Context: an optimization exercise on an open-source flow, tuned for small area, a short achievable clock period and few clock cycles. The choices shown serve that exercise and are no tape-out recipe.
The RTL was checked by simulation tests, not by an equivalence proof against the original design.
Power is estimated from default activity; no workload was simulated.

## flow/design.v (module list and top-level ports; edited modules follow where they fit)
// module mlp_layer_sequencer: 3503 lines
// module mlp_fa: 10 lines
// module mlp_fx: 12 lines
// module mlp_fy: 14 lines
// module mlp_x2: 3 lines
// module mlp_mj: 3 lines
// module mlp_nd: 3 lines
// module mlp_nr: 3 lines
// module mlp_mi: 3 lines
// module mlp_inv: 3 lines
// module mlp_ha: 9 lines
module mlp_layer_sequencer #(
    parameter int N_IN  = 784,
    parameter int N_OUT = 10,
    parameter int DW    = 32,
    parameter int FRAC  = 24,
    parameter int ACCW  = 74,
    parameter int RELU  = 1,
    localparam int c_iw = (N_IN > 1) ? $clog2(N_IN) : 1,
    localparam int c_ww = (N_IN * N_OUT > 1) ? $clog2(N_IN * N_OUT) : 1,
    localparam int c_ow = (N_OUT > 1) ? $clog2(N_OUT) : 1
) (
    input  logic            clk,
    input  logic            rst_n,
    input  logic            start,
    output logic            busy,
    output logic            done,
    output logic            sat,
    output logic            rd_en,
    output logic [c_iw-1:0] in_addr,
    output logic [c_ww-1:0] w_addr,
    output logic [c_ow-1:0] b_addr,
    input  logic [DW-1:0]   in_data,
    input  logic [DW-1:0]   w_data,
    input  logic [DW-1:0]   b_data,
    output logic            out_we,
    output logic [c_ow-1:0] out_addr,
    output logic [DW-1:0]   out_data
);
  // ...
==> flow/flow/run.sh <==
#!/bin/bash
# Layout flow: the standard ORFS flow, except that ports are buffered with
# plain buffers and the resizer may not use the delay cells.
set -euo pipefail
DLY="sky130_fd_sc_hd__clkdlybuf4s15_1 sky130_fd_sc_hd__clkdlybuf4s15_2 \
sky130_fd_sc_hd__clkdlybuf4s18_1 sky130_fd_sc_hd__clkdlybuf4s18_2 \
sky130_fd_sc_hd__clkdlybuf4s25_1 sky130_fd_sc_hd__clkdlybuf4s25_2 \
sky130_fd_sc_hd__clkdlybuf4s50_1 sky130_fd_sc_hd__clkdlybuf4s50_2 \
sky130_fd_sc_hd__dlygate4sd1_1 sky130_fd_sc_hd__dlygate4sd2_1 sky130_fd_sc_hd__dlygate4sd3_1 \
sky130_fd_sc_hd__dlymetal6s2s_1 sky130_fd_sc_hd__dlymetal6s4s_1 sky130_fd_sc_hd__dlymetal6s6s_1"
export DONT_USE_CELLS="$DLY"
export BUFFER_PORTS_ARGS="-buffer_cell sky130_fd_sc_hd__buf_2"
# Timing repair aims 7.6 ns below the clock period (the period itself is unchanged).
# Clock tree synthesis as in ORFS's cts.tcl, without dummy balancing loads and
# with larger sink clusters.
CTS="-sink_clustering_enable -repair_clock_nets -dont_use_dummy_load -sink_clustering_size 30 -sink_clustering_max_diameter 100"
bash standard.sh finish SETUP_SLACK_MARGIN=7.6 "CTS_ARGS=$CTS" > flow_make.log 2>&1
==> flow/standard.sh <==
#!/bin/bash
# synth_recipe.tcl (not shown) runs the flow's synth.tcl, then flattens the netlist and writes it again
# the make line also repeats each setting of config.mk as NAME=value (left out here)
make -C /OpenROAD-flow-scripts/flow DESIGN_CONFIG=/design/flow/config.mk WORK_HOME=/design/flow/orfs CLKGATE_MAP_FILE= SYNTH_SCRIPT=/design/flow/synth_recipe.tcl "${@:-finish}"
==> flow/config.mk <==
export PLATFORM = sky130hd
export DESIGN_NAME = mlp_layer_sequencer
export DESIGN_NICKNAME = mlp_layer_sequencer
export VERILOG_FILES = /design/flow/design.v
export SDC_FILE = /design/flow/constraint.sdc
export NUM_CORES = 4
export LEC_CHECK = 0
export CAP_MARGIN = 20
export CORE_MARGIN = 2
export CORE_UTILIZATION = 60
export SLEW_MARGIN = 20
export SYNTH_HIERARCHICAL = 1
==> flow/constraint.sdc <==
create_clock -name core_clock -period 11.0 [get_ports {clk}]
set_input_delay 2.2000 -clock core_clock [delete_from_list [all_inputs] [get_ports {clk}]]
set_output_delay 2.2000 -clock core_clock [all_outputs]
set_load 0.01 [all_outputs]
==> results.sh, run 1 <==
export IMPL_wirelength_um=106000
export IMPL_seq_cells=543
export IMPL_crit_chain="inv_1, xnor2_1, fa_1, fa_1, fa_1, maj3_2"
export IMPL_startpoint="neg_r[13]$_DFF_P_"
export IMPL_core_um2=65390
export IMPL_n_all_buffers=221
export IMPL_multi_input_cells=2570
export IMPL_ctsHoldBuffers=0
export IMPL_ys_types=56
export IMPL_design_area_um2=41510
export IMPL_synth_cells=3678
export IMPL_drcViolationCount=0
export IMPL_clockBufferDepth=3
export IMPL_yosysTopAreaCell="dfxtp_1"
export IMPL_grt_max_degree=67
export IMPL_cts_num_sinks=543
export IMPL_syn2layout_area_growth_pct=5.163
export IMPL_start_util_pct=60.37
export IMPL_final_setup_tns_ns=0
export IMPL_worstSkewPairLatency_ns=0.62
export IMPL_die_w_um=260.5
export IMPL_criticalPathCategory="reg2reg"
export IMPL_dieHeight_um=260.5
export IMPL_drive_gt1_share_pct=13.39
export IMPL_p_leak_nw=16.43
export IMPL_synth_top_family_by_area="adder cells"
export IMPL_status="finished clean"
export IMPL_synthFlopType="dfxtp_1"
export IMPL_final_clk_cell_share_pct=1.567
export IMPL_holdCritPathClass="reg2reg"
export IMPL_grtUsageTotal_pct=31.17
export IMPL_min_path_cells=0
export IMPL_layout_common_cells="537 x xnor2_1, 536 x fa_1, 496 x o22ai_1, 490 x dfxtp_1, 195 x ha_1"
export IMPL_p_clk_mw=1.05
export IMPL_powerDensity_nw_per_um2=303.2
export IMPL_via_count=26997
export IMPL_worst_path_max_fanout=17
export IMPL_multi_input_area_um2=26580
export IMPL_cp_common_cell="fa_1"
export IMPL_setup_ws_ns=7.584
export IMPL_synthTopCellsByArea="dfxtp_1 28%, fa_1 27%, xnor2_1 12%, o22ai_1 7.9%, ha_1 6.2%"
export IMPL_met1_usage_pct=46.00
export IMPL_htreeDepth=1
Testbench counts, summed over its fixed seeds: cycles 188,320.
==> run 2: changes to the inputs <==
--- a/flow/design.v
+++ b/flow/design.v
@@ -30,16 +30,19 @@
     logic        rst_q;
     logic        accept;
     logic        first1, first2, first3;      
     logic        last1, last2, last3, last4, last5;  
     logic        in_last;
     logic        wr;
     logic [30:0] r_out;
     assign in_last = (in_addr == c_iw'(N_IN - 1));
+    logic rd_n, rd_i;
+    mlp_inv u_rdinv (.a(rd_en), .y(rd_n));
+    assign rd_i = ~rd_n;
     assign accept  = rst_n & start & ~busy;
     assign wr      = last5 & rst_q;
     always_ff @(posedge clk) begin
         rst_q <= rst_n;
     end
     always_ff @(posedge clk) begin
         if (!rst_n) begin
             busy   <= 1'b0;
@@ -69,26 +72,26 @@
             first2   <= 1'b0;
             first3   <= 1'b0;
             last1    <= 1'b0;
             last2    <= 1'b0;
             last3    <= 1'b0;
             last4    <= 1'b0;
             last5    <= 1'b0;
         end else begin
-            first1 <= rd_en & (in_addr == '0);
+            first1 <= rd_i & (in_addr == '0);
             first2 <= first1;
             first3 <= first2;
-            last1  <= rd_en & in_last;
+            last1  <= rd_i & in_last;
             last2  <= last1;
             last3  <= last2;
             last4  <= last3;
             last5  <= last4;
             if (out_we) out_addr <= out_addr + c_ow'(1);
-            if (rd_en) begin
+            if (rd_i) begin
                 in_addr <= in_last ? '0 : in_addr + c_iw'(1);
                 w_addr  <= w_addr + c_ww'(1);
                 if (in_last) begin
                     b_addr <= b_addr + c_ow'(1);
                     if (b_addr == c_ow'(N_OUT - 1)) rd_en <= 1'b0;
                 end
             end
             if (done) begin
@@ -153,164 +156,168 @@
             end
         end
     end
     assign pp_0 = pp[0];   assign pp_1 = pp[1];   assign pp_2 = pp[2];   assign pp_3 = pp[3];
     assign pp_4 = pp[4];   assign pp_5 = pp[5];   assign pp_6 = pp[6];   assign pp_7 = pp[7];
     assign pp_8 = pp[8];   assign pp_9 = pp[9];   assign pp_10 = pp[10]; assign pp_11 = pp[11];
     assign pp_12 = pp[12]; assign pp_13 = pp[13]; assign pp_14 = pp[14]; assign pp_15 = pp[15];
     logic [73:0] r_s, r_c, srow, crow, s_nx, c_nx;
-    assign srow[0] = r_s[0] & ~first3;
-    assign srow[1] = r_s[1] & ~first3;
-    assign srow[2] = r_s[2] & ~first3;
-    assign srow[3] = r_s[3] & ~first3;
-    assign srow[4] = r_s[4] & ~first3;
-    assign srow[5] = r_s[5] & ~first3;
-    assign srow[6] = r_s[6] & ~first3;
-    assign srow[7] = r_s[7] & ~first3;
-    assign srow[8] = r_s[8] & ~first3;
-    assign srow[9] = r_s[9] & ~first3;
-    assign srow[10] = r_s[10] & ~first3;
-    assign srow[11] = r_s[11] & ~first3;
-    assign srow[12] = r_s[12] & ~first3;
-    assign srow[13] = r_s[13] & ~first3;
-    assign srow[14] = r_s[14] & ~first3;
-    assign srow[15] = r_s[15] & ~first3;
-    assign srow[16] = r_s[16] & ~first3;
-    assign srow[17] = r_s[17] & ~first3;
-    assign srow[18] = r_s[18] & ~first3;
-    assign srow[19] = r_s[19] & ~first3;
-    assign srow[20] = r_s[20] & ~first3;
-    assign srow[21] = r_s[21] & ~first3;
-    assign srow[22] = r_s[22] & ~first3;
-    assign srow[23] = r_s[23] & ~first3;
-    assign srow[24] = first3 ? r_out[0] : r_s[24];
-    assign srow[25] = first3 ? r_out[1] : r_s[25];
-    assign srow[26] = first3 ? r_out[2] : r_s[26];
-    assign srow[27] = first3 ? r_out[3] : r_s[27];
-    assign srow[28] = first3 ? r_out[4] : r_s[28];
-    assign srow[29] = first3 ? r_out[5] : r_s[29];
-    assign srow[30] = first3 ? r_out[6] : r_s[30];
-    assign srow[31] = first3 ? r_out[7] : r_s[31];
-    assign srow[32] = first3 ? r_out[8] : r_s[32];
-    assign srow[33] = first3 ? r_out[9] : r_s[33];
-    assign srow[34] = first3 ? r_out[10] : r_s[34];
-    assign srow[35] = first3 ? r_out[11] : r_s[35];
-    assign srow[36] = first3 ? r_out[12] : r_s[36];
-    assign srow[37] = first3 ? r_out[13] : r_s[37];
-    assign srow[38] = first3 ? r_out[14] : r_s[38];
-    assign srow[39] = first3 ? r_out[15] : r_s[39];
-    assign srow[40] = first3 ? r_out[16] : r_s[40];
-    assign srow[41] = first3 ? r_out[17] : r_s[41];
-    assign srow[42] = first3 ? r_out[18] : r_s[42];
-    assign srow[43] = first3 ? r_out[19] : r_s[43];
-    assign srow[44] = first3 ? r_out[20] : r_s[44];
-    assign srow[45] = first3 ? r_out[21] : r_s[45];
-    assign srow[46] = first3 ? r_out[22] : r_s[46];
-    assign srow[47] = first3 ? r_out[23] : r_s[47];
-    assign srow[48] = first3 ? r_out[24] : r_s[48];
-    assign srow[49] = first3 ? r_out[25] : r_s[49];
-    assign srow[50] = first3 ? r_out[26] : r_s[50];
-    assign srow[51] = first3 ? r_out[27] : r_s[51];
-    assign srow[52] = first3 ? r_out[28] : r_s[52];
-    assign srow[53] = first3 ? r_out[29] : r_s[53];
-    assign srow[54] = first3 ? r_out[30] : r_s[54];
-    assign srow[55] = first3 ? ~b31_r : r_s[55];
-    assign srow[56] = r_s[56] & ~first3;
-    assign srow[57] = r_s[57] & ~first3;
-    assign srow[58] = r_s[58] & ~first3;
-    assign srow[59] = r_s[59] & ~first3;
-    assign srow[60] = r_s[60] & ~first3;
-    assign srow[61] = r_s[61] & ~first3;
-    assign srow[62] = r_s[62] & ~first3;
-    assign srow[63] = r_s[63] & ~first3;
-    assign srow[64] = r_s[64] & ~first3;
-    assign srow[65] = r_s[65] & ~first3;
-    assign srow[66] = r_s[66] & ~first3;
-    assign srow[67] = r_s[67] & ~first3;
-    assign srow[68] = r_s[68] & ~first3;
-    assign srow[69] = r_s[69] & ~first3;
-    assign srow[70] = r_s[70] & ~first3;
-    assign srow[71] = r_s[71] & ~first3;
-    assign srow[72] = r_s[72] & ~first3;
-    assign srow[73] = r_s[73] & ~first3;
-    assign crow[0] = r_c[0] & ~first3;
-    assign crow[1] = r_c[1] & ~first3;
-    assign crow[2] = r_c[2] & ~first3;
-    assign crow[3] = r_c[3] & ~first3;
-    assign crow[4] = r_c[4] & ~first3;
-    assign crow[5] = r_c[5] & ~first3;
-    assign crow[6] = r_c[6] & ~first3;
-    assign crow[7] = r_c[7] & ~first3;
-    assign crow[8] = r_c[8] & ~first3;
-    assign crow[9] = r_c[9] & ~first3;
-    assign crow[10] = r_c[10] & ~first3;
-    assign crow[11] = r_c[11] & ~first3;
-    assign crow[12] = r_c[12] & ~first3;
-    assign crow[13] = r_c[13] & ~first3;
-    assign crow[14] = r_c[14] & ~first3;
-    assign crow[15] = r_c[15] & ~first3;
-    assign crow[16] = r_c[16] & ~first3;
-    assign crow[17] = r_c[17] & ~first3;
-    assign crow[18] = r_c[18] & ~first3;
-    assign crow[19] = r_c[19] & ~first3;
-    assign crow[20] = r_c[20] & ~first3;
-    assign crow[21] = r_c[21] & ~first3;
-    assign crow[22] = r_c[22] & ~first3;
-    assign crow[23] = r_c[23] & ~first3;
-    assign crow[24] = r_c[24] & ~first3;
-    assign crow[25] = r_c[25] & ~first3;
-    assign crow[26] = r_c[26] & ~first3;
-    assign crow[27] = r_c[27] & ~first3;
-    assign crow[28] = r_c[28] & ~first3;
-    assign crow[29] = r_c[29] & ~first3;
-    assign crow[30] = r_c[30] & ~first3;
-    assign crow[31] = r_c[31] & ~first3;
-    assign crow[32] = r_c[32] & ~first3;
-    assign crow[33] = r_c[33] & ~first3;
-    assign crow[34] = r_c[34] & ~first3;
-    assign crow[35] = r_c[35] & ~first3;
-    assign crow[36] = r_c[36] & ~first3;
-    assign crow[37] = r_c[37] | first3;
-    assign crow[38] = r_c[38] | first3;
-    assign crow[39] = r_c[39] & ~first3;
-    assign crow[40] = r_c[40] | first3;
-    assign crow[41] = r_c[41] | first3;
-    assign crow[42] = r_c[42] | first3;
-    assign crow[43] = r_c[43] & ~first3;
-    assign crow[44] = r_c[44] | first3;
-    assign crow[45] = r_c[45] & ~first3;
-    assign crow[46] = r_c[46] | first3;
-    assign crow[47] = r_c[47] & ~first3;
-    assign crow[48] = r_c[48] | first3;
-    assign crow[49] = r_c[49] & ~first3;
-    assign crow[50] = r_c[50] | first3;
-    assign crow[51] = r_c[51] & ~first3;
-    assign crow[52] = r_c[52] | first3;
-    assign crow[53] = r_c[53] & ~first3;
-    assign crow[54] = r_c[54] | first3;
-    assign crow[55] = r_c[55] | first3;
-    assign crow[56] = r_c[56] & ~first3;
-    assign crow[57] = r_c[57] & ~first3;
-    assign crow[58] = r_c[58] | first3;
-    assign crow[59] = r_c[59] & ~first3;
-    assign crow[60] = r_c[60] | first3;
-    assign crow[61] = r_c[61] & ~first3;
-    assign crow[62] = r_c[62] | first3;
-    assign crow[63] = r_c[63] & ~first3;
-    assign crow[64] = r_c[64] | first3;
-    assign crow[65] = r_c[65] & ~first3;
-    assign crow[66] = r_c[66] | first3;
-    assign crow[67] = r_c[67] & ~first3;
-    assign crow[68] = r_c[68] | first3;
-    assign crow[69] = r_c[69] | first3;
-    assign crow[70] = r_c[70] | first3;
-    assign crow[71] = r_c[71] | first3;
-    assign crow[72] = r_c[72] | first3;
-    assign crow[73] = r_c[73] & ~first3;
+    logic [7:0] f3n;
+    for (genvar g = 0; g < 8; g++) begin : g_f3inv
+        mlp_inv u_f (.a(first3), .y(f3n[g]));
+    end
+    assign srow[0] = r_s[0] & f3n[0];
+    assign srow[1] = r_s[1] & f3n[0];
+    assign srow[2] = r_s[2] & f3n[0];
+    assign srow[3] = r_s[3] & f3n[0];
+    assign srow[4] = r_s[4] & f3n[0];
+    assign srow[5] = r_s[5] & f3n[0];
+    assign srow[6] = r_s[6] & f3n[0];
+    assign srow[7] = r_s[7] & f3n[0];
+    assign srow[8] = r_s[8] & f3n[0];
+    assign srow[9] = r_s[9] & f3n[0];
+    assign srow[10] = r_s[10] & f3n[1];
+    assign srow[11] = r_s[11] & f3n[1];
+    assign srow[12] = r_s[12] & f3n[1];
+    assign srow[13] = r_s[13] & f3n[1];
+    assign srow[14] = r_s[14] & f3n[1];
+    assign srow[15] = r_s[15] & f3n[1];
+    assign srow[16] = r_s[16] & f3n[1];
+    assign srow[17] = r_s[17] & f3n[1];
+    assign srow[18] = r_s[18] & f3n[1];
+    assign srow[19] = r_s[19] & f3n[2];
+    assign srow[20] = r_s[20] & f3n[2];
+    assign srow[21] = r_s[21] & f3n[2];
+    assign srow[22] = r_s[22] & f3n[2];
+    assign srow[23] = r_s[23] & f3n[2];
+    assign srow[24] = ~f3n[2] ? r_out[0] : r_s[24];
+    assign srow[25] = ~f3n[2] ? r_out[1] : r_s[25];
+    assign srow[26] = ~f3n[2] ? r_out[2] : r_s[26];
+    assign srow[27] = ~f3n[2] ? r_out[3] : r_s[27];
+    assign srow[28] = ~f3n[3] ? r_out[4] : r_s[28];
+    assign srow[29] = ~f3n[3] ? r_out[5] : r_s[29];
+    assign srow[30] = ~f3n[3] ? r_out[6] : r_s[30];
+    assign srow[31] = ~f3n[3] ? r_out[7] : r_s[31];
+    assign srow[32] = ~f3n[3] ? r_out[8] : r_s[32];
+    assign srow[33] = ~f3n[3] ? r_out[9] : r_s[33];
+    assign srow[34] = ~f3n[3] ? r_out[10] : r_s[34];
+    assign srow[35] = ~f3n[3] ? r_out[11] : r_s[35];
+    assign srow[36] = ~f3n[3] ? r_out[12] : r_s[36];
+    assign srow[37] = ~f3n[4] ? r_out[13] : r_s[37];
+    assign srow[38] = ~f3n[4] ? r_out[14] : r_s[38];
+    assign srow[39] = ~f3n[4] ? r_out[15] : r_s[39];
+    assign srow[40] = ~f3n[4] ? r_out[16] : r_s[40];
+    assign srow[41] = ~f3n[4] ? r_out[17] : r_s[41];
+    assign srow[42] = ~f3n[4] ? r_out[18] : r_s[42];
+    assign srow[43] = ~f3n[4] ? r_out[19] : r_s[43];
+    assign srow[44] = ~f3n[4] ? r_out[20] : r_s[44];
+    assign srow[45] = ~f3n[4] ? r_out[21] : r_s[45];
+    assign srow[46] = ~f3n[4] ? r_out[22] : r_s[46];
+    assign srow[47] = ~f3n[5] ? r_out[23] : r_s[47];
+    assign srow[48] = ~f3n[5] ? r_out[24] : r_s[48];
+    assign srow[49] = ~f3n[5] ? r_out[25] : r_s[49];
+    assign srow[50] = ~f3n[5] ? r_out[26] : r_s[50];
+    assign srow[51] = ~f3n[5] ? r_out[27] : r_s[51];
+    assign srow[52] = ~f3n[5] ? r_out[28] : r_s[52];
+    assign srow[53] = ~f3n[5] ? r_out[29] : r_s[53];
+    assign srow[54] = ~f3n[5] ? r_out[30] : r_s[54];
+    assign srow[55] = ~f3n[5] ? ~b31_r : r_s[55];
+    assign srow[56] = r_s[56] & f3n[6];
+    assign srow[57] = r_s[57] & f3n[6];
+    assign srow[58] = r_s[58] & f3n[6];
+    assign srow[59] = r_s[59] & f3n[6];
+    assign srow[60] = r_s[60] & f3n[6];
+    assign srow[61] = r_s[61] & f3n[6];
+    assign srow[62] = r_s[62] & f3n[6];
+    assign srow[63] = r_s[63] & f3n[6];
+    assign srow[64] = r_s[64] & f3n[6];
+    assign srow[65] = r_s[65] & f3n[7];
+    assign srow[66] = r_s[66] & f3n[7];
+    assign srow[67] = r_s[67] & f3n[7];
+    assign srow[68] = r_s[68] & f3n[7];
+    assign srow[69] = r_s[69] & f3n[7];
+    assign srow[70] = r_s[70] & f3n[7];
+    assign srow[71] = r_s[71] & f3n[7];
+    assign srow[72] = r_s[72] & f3n[7];
+    assign srow[73] = r_s[73] & f3n[7];
+    assign crow[0] = r_c[0] & f3n[0];
+    assign crow[1] = r_c[1] & f3n[0];
+    assign crow[2] = r_c[2] & f3n[0];
+    assign crow[3] = r_c[3] & f3n[0];
+    assign crow[4] = r_c[4] & f3n[0];
+    assign crow[5] = r_c[5] & f3n[0];
+    assign crow[6] = r_c[6] & f3n[0];
+    assign crow[7] = r_c[7] & f3n[0];
+    assign crow[8] = r_c[8] & f3n[0];
+    assign crow[9] = r_c[9] & f3n[0];
+    assign crow[10] = r_c[10] & f3n[1];
+    assign crow[11] = r_c[11] & f3n[1];
+    assign crow[12] = r_c[12] & f3n[1];
+    assign crow[13] = r_c[13] & f3n[1];
+    assign crow[14] = r_c[14] & f3n[1];
+    assign crow[15] = r_c[15] & f3n[1];
+    assign crow[16] = r_c[16] & f3n[1];
+    assign crow[17] = r_c[17] & f3n[1];
+    assign crow[18] = r_c[18] & f3n[1];
+    assign crow[19] = r_c[19] & f3n[2];
+    assign crow[20] = r_c[20] & f3n[2];
+    assign crow[21] = r_c[21] & f3n[2];
+    assign crow[22] = r_c[22] & f3n[2];
+    assign crow[23] = r_c[23] & f3n[2];
+    assign crow[24] = r_c[24] & f3n[2];
+    assign crow[25] = r_c[25] & f3n[2];
+    assign crow[26] = r_c[26] & f3n[2];
+    assign crow[27] = r_c[27] & f3n[2];
+    assign crow[28] = r_c[28] & f3n[3];
+    assign crow[29] = r_c[29] & f3n[3];
+    assign crow[30] = r_c[30] & f3n[3];
+    assign crow[31] = r_c[31] & f3n[3];
+    assign crow[32] = r_c[32] & f3n[3];
+    assign crow[33] = r_c[33] & f3n[3];
+    assign crow[34] = r_c[34] & f3n[3];
+    assign crow[35] = r_c[35] & f3n[3];
+    assign crow[36] = r_c[36] & f3n[3];
+    assign crow[37] = r_c[37] | ~f3n[4];
+    assign crow[38] = r_c[38] | ~f3n[4];
+    assign crow[39] = r_c[39] & f3n[4];
+    assign crow[40] = r_c[40] | ~f3n[4];
+    assign crow[41] = r_c[41] | ~f3n[4];
+    assign crow[42] = r_c[42] | ~f3n[4];
+    assign crow[43] = r_c[43] & f3n[4];
+    assign crow[44] = r_c[44] | ~f3n[4];
+    assign crow[45] = r_c[45] & f3n[4];
+    assign crow[46] = r_c[46] | ~f3n[4];
+    assign crow[47] = r_c[47] & f3n[5];
+    assign crow[48] = r_c[48] | ~f3n[5];
+    assign crow[49] = r_c[49] & f3n[5];
+    assign crow[50] = r_c[50] | ~f3n[5];
+    assign crow[51] = r_c[51] & f3n[5];
+    assign crow[52] = r_c[52] | ~f3n[5];
+    assign crow[53] = r_c[53] & f3n[5];
+    assign crow[54] = r_c[54] | ~f3n[5];
+    assign crow[55] = r_c[55] | ~f3n[5];
+    assign crow[56] = r_c[56] & f3n[6];
+    assign crow[57] = r_c[57] & f3n[6];
+    assign crow[58] = r_c[58] | ~f3n[6];
+    assign crow[59] = r_c[59] & f3n[6];
+    assign crow[60] = r_c[60] | ~f3n[6];
+    assign crow[61] = r_c[61] & f3n[6];
+    assign crow[62] = r_c[62] | ~f3n[6];
+    assign crow[63] = r_c[63] & f3n[6];
+    assign crow[64] = r_c[64] | ~f3n[6];
+    assign crow[65] = r_c[65] & f3n[7];
+    assign crow[66] = r_c[66] | ~f3n[7];
+    assign crow[67] = r_c[67] & f3n[7];
+    assign crow[68] = r_c[68] | ~f3n[7];
+    assign crow[69] = r_c[69] | ~f3n[7];
+    assign crow[70] = r_c[70] | ~f3n[7];
+    assign crow[71] = r_c[71] | ~f3n[7];
+    assign crow[72] = r_c[72] | ~f3n[7];
+    assign crow[73] = r_c[73] & f3n[7];
     logic [73:0] pl0_r;
     logic [73:0] pl1_r;
     logic [73:0] ph0_r;
     logic [73:0] ph1_r;
     logic tl0s;
     logic tl0c;
     logic tl1s;
     logic tl1c;
==> flow/flow/run.sh (replaced) <==
#!/bin/bash
# Layout flow: the standard ORFS flow, except that ports are buffered with
# plain buffers and the resizer may not use the delay cells.
set -euo pipefail
DLY="sky130_fd_sc_hd__clkdlybuf4s15_1 sky130_fd_sc_hd__clkdlybuf4s15_2 \
sky130_fd_sc_hd__clkdlybuf4s18_1 sky130_fd_sc_hd__clkdlybuf4s18_2 \
sky130_fd_sc_hd__clkdlybuf4s25_1 sky130_fd_sc_hd__clkdlybuf4s25_2 \
sky130_fd_sc_hd__clkdlybuf4s50_1 sky130_fd_sc_hd__clkdlybuf4s50_2 \
sky130_fd_sc_hd__dlygate4sd1_1 sky130_fd_sc_hd__dlygate4sd2_1 sky130_fd_sc_hd__dlygate4sd3_1 \
sky130_fd_sc_hd__dlymetal6s2s_1 sky130_fd_sc_hd__dlymetal6s4s_1 sky130_fd_sc_hd__dlymetal6s6s_1"
export DONT_USE_CELLS="$DLY"
export BUFFER_PORTS_ARGS="-buffer_cell sky130_fd_sc_hd__buf_2"
# Timing repair aims 7.8 ns below the clock period (the period itself is unchanged).
# Clock tree synthesis as in ORFS's cts.tcl, without dummy balancing loads and
# with larger sink clusters.
CTS="-sink_clustering_enable -repair_clock_nets -dont_use_dummy_load -sink_clustering_size 25 -sink_clustering_max_diameter 80"
bash standard.sh finish SETUP_SLACK_MARGIN=7.8 "CTS_ARGS=$CTS" > flow_make.log 2>&1
==> run 2 against run 1 <==
Against the previous run:
- still clean on timing, DRC and antenna
- clock skew grew 0.0056 ns
- critical path depth fell by 5
- total power grew 2.9%
- critical endpoint is now out_data[17]
- largest cell class unchanged
==> results.sh, run 2 <==
export IMPL_drive_gt1_share_pct=23.51
export IMPL_worstSkewPairLatency_ns=0.64
export IMPL_die_area_um2=67890
export IMPL_slew_headroom_pct=44.70
export IMPL_crit_chain="buf_6"
export IMPL_postPlaceCellArea_um2=40100
export IMPL_fill_cells=4801
export IMPL_clockBufferDepth=3
export IMPL_grt_ovfl_total=0
export IMPL_post_dp_hpwl_um=81710
export IMPL_synth_cells=3673
export IMPL_layout_min_cycle_time_ns=3.352
export IMPL_fmax_mhz=298.4
export IMPL_syn2layout_area_growth_pct=15.41
export IMPL_final_setup_tns_ns=0
export IMPL_grt_pass1_vias=28981
export IMPL_grt_pass1_wl_um=168600
export IMPL_drv_slew=0
export IMPL_synth_edf_count=0
export IMPL_skew_ns=0.06206
export IMPL_finalCritPeriodShare_pct=30.47
export IMPL_crit_path_end_kind="primary output"
export IMPL_drt_initial_drc_count=2555
export IMPL_vias_per_cell=6.016
export IMPL_yosysTopAreaCell="dfxtp_1"
export IMPL_synthFlopType="dfxtp_1"
export IMPL_criticalPathCategory="reg2out"
export IMPL_yosysMostFrequentCell="dfxtp_1"
export IMPL_async_flop_share_pct=0
export IMPL_cts_num_sinks=543
export IMPL_largestRegisters="r_c (74), r_s (74)"
export IMPL_synth_nets=4505
export IMPL_syn_avg_cell_area_um2=10.75
export IMPL_dieHeight_um=260.6
export IMPL_synthTopCellsByArea="dfxtp_1 28%, fa_1 27%, xnor2_1 12%, o22ai_1 7.9%, ha_1 6.2%"
export IMPL_cts_root_buf="clkbuf_16"
export IMPL_setup_violations=0
export IMPL_layout_common_cells="537 x xnor2_1, 535 x fa_1, 496 x o22ai_1, 450 x dfxtp_1, 268 x buf_4"
export IMPL_drt_antenna_violating_nets=0
export IMPL_nNetsFinal=4700
export IMPL_max_stage_delay_ns=0.40
export IMPL_core_um2=65510
export IMPL_status="finished clean"
export IMPL_cts_made_buffers=31
export IMPL_path_clk_slew_ns=0.10
export IMPL_antenna_found_initial=2
export IMPL_synth_seq_cells=543
export IMPL_p_leak_nw=17.86
export IMPL_start_util_pct=60.29
export IMPL_ys_types=54
export IMPL_dr_pass1_iters=6
export IMPL_ys_seq_area_share_pct=27.52
export IMPL_cts_tree="done"
export IMPL_post_drt_wl_per_cell_um=23.57
export IMPL_holdCritPathClass="reg2reg"
export IMPL_syn_area_um2=39500
export IMPL_design_area_um2=45580
export IMPL_powerDensity_nw_per_um2=284.0
export IMPL_via_count=28476
export IMPL_worst_path_max_delay_cell="dfxtp_4"
export IMPL_die_w_um=260.6
export IMPL_gp_congestion=0.9476
export IMPL_rsz0062_at_grt="yes"
export IMPL_worstPathArrival_ns=1.15
export IMPL_required_ns=8.80
export IMPL_peakVddDrop_mv=0.1635
export IMPL_synth_common_cells="543 x dfxtp_1, 541 x xnor2_1, 536 x fa_1"
export IMPL_grt_max_degree=34
export IMPL_mostFrequentLayoutCell="xnor2_1"
export IMPL_hold_viol=0
export IMPL_wirelength_um=111500
export IMPL_path_delay_family="flip-flops"
export IMPL_maxCapViolCount=0
export IMPL_grtUsageTotal_pct=32.26
export IMPL_io_pin_count=167
export IMPL_tightest_slew_ns=0.8295
export IMPL_yosysWarnings=8
export IMPL_fp_row_count=94
export IMPL_worst_path_max_fanout=2
export IMPL_critPathBufInv=1
export IMPL_drcViolationCount=0
export IMPL_portBuffers=165
export IMPL_synth_top_area_share_pct=27.52
export IMPL_htreeDepth=1
export IMPL_critPathLaunchType="flop"
## run 2: changes by cell type after synthesis, moves of 3 or more
cell and change:
nand2_1 -7, nor2_1 -4, and2_1 +94, o21ai_1 -11, nor2b_1 -84, inv_1 +7
or2_2 -22, nand4_1 -3, o21ai_0 +6, nand2b_1 +22, buf_1 -5
## run 2: worst paths after layout
| kind | slack, ns | cells past startpoint | end | from |
|---|---|---|---|---|
| worst max-delay path | 7.65 | 1 | out_data[17] | r_out[17]$_DFF_P_ |
| worst min register to register | 0.43 | 1 | r_s[0]$_DFF_P_ | pl0_r[0]$_DFF_P_ |
| worst max register to register | 7.77 | 12 | r_hi[73]$_DFF_P_ | r_s[45]$_DFF_P_ |
| worst min-delay path | 0.43 | 1 | r_s[0]$_DFF_P_ | pl0_r[0]$_DFF_P_ |
## run 2: layout make-up
type	count	area, um^2	area share [%]
Inverter	218	1272	2.792
Clock buffer	31	775.7	1.702
Tap cell	864	1081	2.372
Timing Repair Buffer	505	4683	10.27
Timing Repair inverter	8	45.04	0.09882
Sequential cell	543	11020	24.18
Multi-Input combinational cell	2561	26700	58.57
Antenna cell	3	7.507	0.01647
## run 2: routing by layer
layer | share of wire, % | track usage [%] | vias up
met2 | 46 | 51.84 | 1350
met4 | 4.0 | 11.71 | 0
met5 | 0 | 0 | -
met1 | 42 | 43.84 | 14320
met3 | 7.9 | 5.944 | 286
li1 | - | - | 12520
## run 2: logic make-up after synthesis
logic type / after synthesis / synth area share (%)
multiplexers: 64 / 1.818
AND/OR/NAND/NOR: 410 / 5.531
AO/OA/AOI/OAI: 631 / 9.966
buffers and inverters: 569 / 5.427
adder cells (fa/ha/maj): 781 / 34.78
flip-flops: 543 / 27.52
other: 1 / 0.009495
XOR/XNOR: 674 / 14.95
## run 2: timing repair
item                                    CTS  global route
gates cloned                              0             8
setup buffers                           150           187
gates resized for setup                 207           137
hold buffers                              0             0
pin swaps                                 6            12
endpoints found under the setup margin  151           190
## run 2: per-module statistics from Yosys, one instance, submodules excluded, a selection
module,cells,area [um^2],flip-flops and latches,times used
mlp_layer_sequencer,2745,25950,543,1
mlp_fa,1,20.02,0,511
mlp_ha,1,12.51,0,104
mlp_mj,1,11.26,0,48
mlp_x2,1,8.758,0,96
mlp_inv,1,3.754,0,169
## run 2: power breakdown
| group | switching (mW) | total [mW] | internal, mW |
|---|---|---|---|
| Clock | 0.643 | 1.14 | 0.496 |
| Combinational | 4.27 | 8.22 | 3.95 |
| Sequential | 0.611 | 3.59 | 2.97 |
| Total | 5.53 | 12.9 | 7.42 |
## run 2: per-stage QoR
| step | hold slack [ns] | utilization, % | setup WS, ns | power [mW] | std cells |
|---|---|---|---|---|---|
| after floorplan | 0.3509 | - | 7.862 | 9.274 | 3673 |
| after global placement | 0.3643 | 61.21 | 7.437 | 11.23 | 4354 |
| after detailed placement | 0.3686 | 61.21 | 7.395 | 11.56 | 4354 |
| after CTS | 0.4071 | 65.62 | 7.609 | 12.82 | 4535 |
| after global routing | 0.4322 | 69.58 | 7.602 | 14.23 | 4732 |
| final | 0.4269 | 69.58 | 7.648 | 12.95 | 4733 |
Testbench counts of run 2, summed over its fixed seeds: cycles 188,320.
==> run 3: changes to the inputs <==
--- a/flow/flow/run.sh
+++ b/flow/flow/run.sh
@@ -10,8 +10,8 @@
 sky130_fd_sc_hd__dlymetal6s2s_1 sky130_fd_sc_hd__dlymetal6s4s_1 sky130_fd_sc_hd__dlymetal6s6s_1"
 export DONT_USE_CELLS="$DLY"
 export BUFFER_PORTS_ARGS="-buffer_cell sky130_fd_sc_hd__buf_2"
-# Timing repair aims 7.8 ns below the clock period (the period itself is unchanged).
+# Timing repair aims 7.6 ns below the clock period (the period itself is unchanged).
 # Clock tree synthesis as in ORFS's cts.tcl, without dummy balancing loads and
 # with larger sink clusters.
 CTS="-sink_clustering_enable -repair_clock_nets -dont_use_dummy_load -sink_clustering_size 25 -sink_clustering_max_diameter 80"
-bash standard.sh finish SETUP_SLACK_MARGIN=7.8 "CTS_ARGS=$CTS" > flow_make.log 2>&1
+bash standard.sh finish SETUP_SLACK_MARGIN=7.6 "CTS_ARGS=$CTS" > flow_make.log 2>&1
==> run 3 against run 2 <==
Against the previous run:
- final cell count is 5.4% lower
- sequential share of layout area is 2.0 points higher
- combinational power is 3.2% lower
- final area is 8.0% lower
- utilization is 5.6 points lower
- highest routed layer unchanged
- first-iteration DRC count is 10% lower
- via count is 4.9% lower
==> results.sh, run 3 <==
export IMPL_synthFlopType="dfxtp_1"
export IMPL_drive_gt1_share_pct=13.87
export IMPL_synth_cells=3673
export IMPL_drv_slew=0
export IMPL_mostFrequentLayoutCell="xnor2_1"
export IMPL_layout_common_cells="538 x xnor2_1, 536 x fa_1, 496 x o22ai_1, 489 x dfxtp_1, 196 x ha_1"
export IMPL_slew_headroom_pct=33.31
export IMPL_nNetsFinal=4446
export IMPL_largestRegisters="r_c (74), r_s (74)"
export IMPL_cts_root_buf="clkbuf_16"
export IMPL_synth_common_cells="543 x dfxtp_1, 541 x xnor2_1, 536 x fa_1"
export IMPL_yosysTopAreaCell="dfxtp_1"
export IMPL_setup_ws_ns=7.618
export IMPL_synth_nets=4505
export IMPL_yosysMostFrequentCell="dfxtp_1"
export IMPL_synthTopCellsByArea="dfxtp_1 28%, fa_1 27%, xnor2_1 12%, o22ai_1 7.9%, ha_1 6.2%"
export IMPL_core_um2=65510
export IMPL_die_area_um2=67890
export IMPL_start_util_pct=60.29
export IMPL_ys_seq_area_share_pct=27.52
export IMPL_peakVddDrop_mv=0.1594
export IMPL_grt_pass1_vias=27927
export IMPL_grt_max_degree=34
export IMPL_via_count=27069
export IMPL_gp_congestion=0.9476
export IMPL_post_drt_wl_per_cell_um=23.61
export IMPL_htreeDepth=1
export IMPL_rsz0062_at_grt="yes"
export IMPL_fmax_mhz=295.7
export IMPL_drt_antenna_violating_nets=0
export IMPL_tightest_slew_ns=0.9992
export IMPL_io_pin_count=167
export IMPL_worst_path_max_fanout=10
export IMPL_holdCritPathClass="reg2reg"
export IMPL_synth_edf_count=0
export IMPL_instances_no_fill=4477
export IMPL_grtUsageTotal_pct=31.41
export IMPL_final_setup_tns_ns=0
export IMPL_p_total_mw=12.64
export IMPL_pwr_share_seq_pct=28.1
export IMPL_skew_ns=0.06660
export IMPL_maxCapViolCount=0
export IMPL_hold_viol=0
export IMPL_crit_path_end_kind="flop"
export IMPL_synth_top_area_share_pct=27.52
export IMPL_ctsHoldBuffers=0
export IMPL_pwr_share_comb_pct=62.9
export IMPL_cts_tree="done"
export IMPL_postPlaceCellArea_um2=40100
export IMPL_grt_ovfl_total=0
export IMPL_antenna_found_initial=1
export IMPL_design_area_um2=41950
export IMPL_dp_cells=4354
export IMPL_setup_violations=0
export IMPL_path_clk_slew_ns=0.08
export IMPL_synth_seq_cells=543
export IMPL_post_dp_hpwl_um=81710
export IMPL_yosysWarnings=8
export IMPL_portBuffers=165
export IMPL_p_leak_nw=16.71
export IMPL_p_int_mw=7.231
export IMPL_vias_per_cell=6.046
export IMPL_drcViolationCount=0
export IMPL_clkPwrFrac_pct=8.9
export IMPL_fp_row_count=94
export IMPL_async_flop_share_pct=0
export IMPL_syn2layout_area_growth_pct=6.206
export IMPL_layout_min_cycle_time_ns=3.382
export IMPL_syn_area_um2=39500
export IMPL_critPathLaunchType="flop"
export IMPL_worstSkewPairLatency_ns=0.64
export IMPL_wirelength_um=105700
export IMPL_ys_types=54
export IMPL_powerDensity_nw_per_um2=301.4
export IMPL_drt_initial_drc_count=2289
export IMPL_switchingPower_mw=5.413
export IMPL_place_ws_ns=7.395
export IMPL_required_ns=11.49
export IMPL_swShare_pct=42.81
export IMPL_dieHeight_um=260.6
export IMPL_syn_avg_cell_area_um2=10.75
export IMPL_finalCritPeriodShare_pct=30.75
export IMPL_cts_num_sinks=543
export IMPL_criticalPathCategory="reg2reg"
export IMPL_clockBufferDepth=3
export IMPL_grt_pass1_wl_um=164400
export IMPL_die_w_um=260.6
export IMPL_worstPathArrival_ns=3.87
export IMPL_cts_made_buffers=31
export IMPL_status="finished clean"
export IMPL_dr_pass1_iters=5
## run 3: changes by cell type in the layout (fill, tap and decap cells not counted), moves of 39 or more
cell / previous run / this run
clkinvlp_4: 123 / 24
buf_12: 71 / 8
dfxtp_2: 79 / 38
buf_2: 99 / 162
buf_4: 268 / 86
inv_1: 97 / 194
dfxtp_1: 450 / 489
buf_6: 67 / 3
## run 3: worst paths after layout
| path | startpoint | endpoint | slack, ns | cells after the start |
|---|---|---|---|---|
| setup / recovery | neg_r[8]$_DFF_P_ | ph0_r[51]$_DFF_P_ | 7.62 | 7 |
| hold / removal | neg_r[0]$_DFF_P_ | pl0_r[0]$_DFF_P_ | 0.40 | 0 |
| setup reg to reg | neg_r[8]$_DFF_P_ | ph0_r[51]$_DFF_P_ | 7.62 | 7 |
| hold reg to reg | neg_r[0]$_DFF_P_ | pl0_r[0]$_DFF_P_ | 0.40 | 0 |
## run 3: per-module statistics from Yosys, one instance, submodules excluded, a selection
module	times used	cells inside
mlp_x2	96	1
mlp_ha	104	1
mlp_layer_sequencer	1	2745
mlp_mj	48	1
mlp_fa	511	1
mlp_inv	169	1
## run 3: repair_timing
item	CTS	global route
setup endpoints to repair	49	86
pin swaps	0	4
setup buffers	11	80
gates resized for setup	60	53
cloned	0	0
## run 3: per-stage QoR
step | hold WS, ns | util (%)
global route | 0.4089 | 64.03
floorplan | 0.3509 | -
detailed placement | 0.3686 | 61.21
global placement | 0.3643 | 61.21
finish | 0.4035 | 64.03
CTS | 0.3765 | 62.68
## run 3: cell families (layout without fill, tap and decap cells)
logic type,Yosys count,in the layout,share of synthesized area (%)
compound gates,631,631,9.966
xor+xnor,674,674,14.95
fa+ha+maj,781,781,34.78
buf+inv,569,508,5.427
flops,543,543,27.52
mux,64,64,1.818
other cells,1,2,0.009495
simple gates,410,410,5.531
## run 3: area by class of cell
cell class                 count  area, um^2
multi-input combinational   2561       26550
fill                        5269       23560
sequential                   543       10980
timing repair buffer         259        1650
tap                          864        1081
inverter                     218       908.4
clock buffer                  31       775.7
antenna                        1       2.502
## run 3: worst max-delay path, stage by stage, from the launching register on
cell and delay [ns]:
dfxtp_1 0.55, clkinvlp_4 0.34, xnor2_1 0.39, inv_1 0.13
fa_1 0.54, fa_1 0.45, fa_1 0.53, maj3_2 0.33
## run 3: per-layer routing
layer / wire, um / up-vias / part of all wire, % / global-route usage, %
li1: - / 12016 / - / -
met1: 44600 / 13642 / 42 / 43.37
met2: 49170 / 1176 / 47 / 50.65
met3: 7944 / 235 / 7.5 / 5.109
met4: 3971 / 0 / 3.8 / 10.44
met5: 0 / - / 0 / 0
## run 3: power groups by stage
stage	sequential (mW)	combinational (mW)	clock, mW
2_1_floorplan	3.33	5.94	0
3_3_place_gp	3.59	7.64	0
3_5_place_dp	3.61	7.96	0
4_1_cts	3.56	7.99	1.17
5_1_grt	3.64	9.08	1.24
6_report	3.56	7.96	1.13

what the ideal ports hide:
No port has a modelled driver above. Below, the same layouts with a new extraction and two added sets of constraints. Step 1, drivers: a clkbuf_16 drives clk and a buf_2 each remaining input, both assumed. Step 2 adds t to the input delays and takes it off the output delays; t is the mean of the earliest and latest rising clock arrival at the registers after step 1. Input paths then give back, and output paths get back, about the clock's delay inside the block. a / b / c = ideal / step 1 / step 2; a / b = the first two.
| run | t, ns | setup WS [ns] | worst setup path at the end | latest minus earliest clock arrival (ns) | worst register clock-pin slew, ns |
|---|---|---|---|---|---|
| run 1 | 0.663 | 7.584 / 7.575 / 7.584 | register to register | 0.060 / 0.060 | 0.11 / 0.11 |
| run 2 | 0.677 | 7.648 / 7.583 / 7.773 | register to register | 0.068 / 0.068 | 0.10 / 0.10 |
| run 3 | 0.675 | 7.618 / 7.567 / 7.618 | register to register | 0.071 / 0.072 | 0.10 / 0.10 |
After both steps every run listed still meets setup and hold.
